From an optimization exercise on the open Yosys and OpenROAD flow, aimed at small area, a short achievable clock period and few clock cycles; shortcuts taken in it are not production practice. At most, simulation tests tie the RTL to the original design; equivalence was not proved. No activity file was given, so power comes from the tool's default toggle rates.

Setup of the previous run:
==> flow/design.v (excerpt) <==
module escape_sequence_decoder (
  input  logic        clk,
  input  logic        rst,
  input  logic        chars_valid,
  output logic        chars_ready,
  input  logic [15:0] chars_char_code,
  input  logic        chars_end_of_string,
  output logic        results_valid,
  input  logic        results_ready,
  output logic [1:0]  results_kind,
  output logic [15:0] results_out_char,
  output logic [15:0] results_slice_start,
  output logic [15:0] results_slice_length,
  output logic [2:0]  results_error_code,
  output logic        results_last,
  input  logic        cfg_valid,
  output logic        cfg_ready,
  input  logic        cfg_interpolation_enable
);
For scale: ~720 cells after synthesis, ~130 flip-flops, about 80 I/O pins, about 7100 µm² of cells after synthesis.
==> flow/config.mk <==
export PLATFORM = sky130hd
export DESIGN_NAME = escape_sequence_decoder
export DESIGN_NICKNAME = escape_sequence_decoder
export VERILOG_FILES = /design/flow/design.v
export SDC_FILE = /design/flow/constraint.sdc
export NUM_CORES = 4
export LEC_CHECK = 0
export CAP_MARGIN = 20
export CORE_MARGIN = 2
export CORE_UTILIZATION = 65
export CTS_BUF_LIST = sky130_fd_sc_hd__clkbuf_4 sky130_fd_sc_hd__clkbuf_8
export CTS_CLUSTER_SIZE = 30
export SETUP_SLACK_MARGIN = 4.6
export SLEW_MARGIN = 20
==> flow/constraint.sdc <==
create_clock -name core_clock -period 7.5 [get_ports {clk}]
set_input_delay 1.5000 -clock core_clock [delete_from_list [all_inputs] [get_ports {clk}]]
set_output_delay 1.5000 -clock core_clock [all_outputs]
set_load 0.01 [all_outputs]
standard.sh (not shown) runs the stock make flow with config.mk's settings and CLKGATE_MAP_FILE= SYNTH_SCRIPT=/design/flow/synth_recipe.tcl, a recipe that flattens the netlist after the stock synthesis.
==> flow/flow/run.sh <==
#!/bin/bash
# The standard layout, with every port buffered by a plain buffer (buf_4 on outputs and
# inputs) instead of the resizer's default pick, a slow delay cell.
set -euo pipefail
export BUFFER_PORTS_ARGS="-buffer_cell sky130_fd_sc_hd__buf_4"
bash standard.sh > standard.log 2>&1
No stage failed in the previous run, and the final checks on the layout all came back clean.
The following lists how the current run was set up differently from the previous run:
diff --git a/flow/design.v b/flow/design.v
--- a/flow/design.v
+++ b/flow/design.v
@@ -41,34 +41,33 @@
   logic        n_seen;
   logic [15:0] nb;
   logic [15:0] pos;
   logic [15:0] blen;
   logic        r_valid;
   logic [1:0]  r_kind;
   logic [15:0] r_data;      
   logic [2:0]  r_err;       
   logic        r_slice;     
-  logic        r_slice2;    
   logic        r_last;
   logic        p_char;      
   logic        p_slice;     
   logic        p_err;       
   logic [1:0]  p_code;
   logic        p_done;      
   assign cfg_ready = 1'b1;
   assign chars_ready = !s_valid;
   assign results_valid = r_valid;
   assign results_kind = r_kind;
   assign results_last = r_last;
   assign results_out_char = r_data;
   assign results_error_code = r_err;
   assign results_slice_start = r_slice ? nb : 16'd0;
-  assign results_slice_length = r_slice2 ? blen : 16'd0;
+  assign results_slice_length = r_slice ? blen : 16'd0;
   logic [3:0]  dig;
   logic        dg;
   logic [15:0] nshift;
   logic [15:0] pos1;
   logic [15:0] blen1;
   logic [15:0] map;
   logic        pend;
   logic        resume;
   logic        a_has, a_err;
@@ -122,21 +121,19 @@
     d_has = h_eos && (to_esc || to_num || to_brc);
     d_code = to_esc ? 2'd1 : (to_num ? 2'd3 : 2'd0);
     zero = !(a_has || h_eos);
   end
   logic r_free;
   logic consume;
   logic accept;
   logic emit_b;
   assign r_free = !r_valid || results_ready;
-  logic go;
-  assign go = h_valid && (!pend || zero && !p_slice);
-  assign consume = r_free && go;
+  assign consume = r_free && h_valid && (!pend || zero && !p_slice);
   assign accept = chars_valid && !s_valid;
   assign emit_b = r_free && p_char;
   logic [15:0] in_c;
   logic        in_hi0;
   logic        in_oct;
   assign in_c = s_valid ? s_c : chars_char_code;
   assign in_hi0 = (in_c[15:7] == 9'd0);
   assign in_oct = in_hi0 && in_c[6:3] == 4'b0110;
   always_ff @(posedge clk) begin
@@ -192,34 +189,34 @@
       m_esc <= to_esc && !h_eos;
       m_num <= to_num && !h_eos;
       m_brc <= to_brc && !h_eos;
       m_err <= to_err && !h_eos;
     end
   end
   always_ff @(posedge clk) begin
     if (rst) begin
       pos <= 16'd0;
-    end else if (r_free && (go && (h_eos || a_has && !a_err) || p_char && !p_done)) begin
+    end else if (consume && (h_eos || a_has && !a_err) || emit_b && !p_done) begin
       pos <= (h_eos && !p_char) ? 16'd0 : pos1;
     end
   end
   always_ff @(posedge clk) begin
     if (consume && (m_esc || m_num)) begin
       n_oct <= m_esc ? k_oct : n_oct;
       n_rem <= m_esc ? (k_eu ? 2'd3 : 2'd1) : n_rem - 2'd1;
       n_seen <= m_esc ? k_oct : 1'b1;
     end
     if (consume) begin
       blen <= m_brc ? blen1 : 16'd1;
     end
   end
   always_ff @(posedge clk) begin
-    if (r_free && (p_char ? m_brc : go && !m_brc)) begin
+    if (p_char ? (r_free && m_brc) : (consume && !m_brc)) begin
       if (p_char || !(m_esc || m_num)) nb <= pos;
       else if (m_esc) nb <= {13'd0, k_oct ? h_c[2:0] : 3'd0};
       else if (dg) nb <= nshift;
       else nb <= h_c;
     end
   end
   logic        nx_valid;
   logic [1:0]  nx_kind;
   logic [15:0] nx_data;
@@ -265,25 +262,18 @@
   end
   always_ff @(posedge clk) begin
     if (rst) begin
       r_valid <= 1'b0;
     end else if (r_free) begin
       r_valid <= nx_valid;
     end
   end
   always_ff @(posedge clk) begin
-    if (rst) begin
-      r_slice2 <= 1'b0;
-    end else if (r_free) begin
-      r_slice2 <= nx_slice;
-    end
-  end
-  always_ff @(posedge clk) begin
     if (r_free) begin
       r_kind <= nx_kind;
       r_data <= nx_data;
       r_err <= nx_err;
       r_slice <= nx_slice;
       r_last <= nx_last;
     end
   end
   always_ff @(posedge clk) begin
### Flow results
- The previous run → the current run: via count has increased, non-clock buffer count picked up an extra about 10%.
- The current run ended up with a higher global routing usage on met1 than the previous run did.
- Internal power shrinks slightly when moving from the previous run to the current run.
- The current run gives more clock-buffer cell count than the previous run did.
- Measured against each other, the current run and the previous run differ in total non-filler cell area in the finished layout, the lower figure coming from the previous run.
- Compared to the previous run, the current run has utilization 1.5 points higher.
- Portion of the post-synthesis area used by sequential elements delta for the current run relative to the previous run: 1.3 points lower
- Actual transition at the worst max-transition pin: the current run higher than the previous run
- The current run has less setup slack than the previous run.
Testbench counts of the current run, summed over its fixed seeds: cycles 30,784.
Only the layout flow was run in the previous run; the RTL was not checked for function there.

==> afterwards: timing with drivers on the ports <==
How much do the figures lean on ideal ports? The routed layouts below were timed once more, with nothing changed but the port constraints.
Step 1 sets driving cells, clkbuf_16 on the clock port and buf_2 on the other inputs (assumed; they add their load-dependent delay and slew).
Step 2 moves the port delays by t, midway between the first and last clock arrival at a register: inputs arrive t later, outputs are due t later. That takes back most of the time a late clock gives input paths.
Slacks: ideal ports / drivers / drivers and shift; pairs: ideal ports / drivers.
run | shift t [ns] | setup WS [ns] | worst setup path after step 2 | worst slew at a driven data input, ns | cell pins on the clock port's net
the previous run | 0.481 | 4.672 / 4.637 / 4.212 | input to register | 0.03 | 1
the current run | 0.482 | 4.607 / 4.569 / 4.179 | input to register | 0.03 | 1
After both steps every run listed still meets setup and hold. The setup slack of the previous run, which loses most, moves by -0.035 ns with the drivers and by -0.460 ns with both steps.
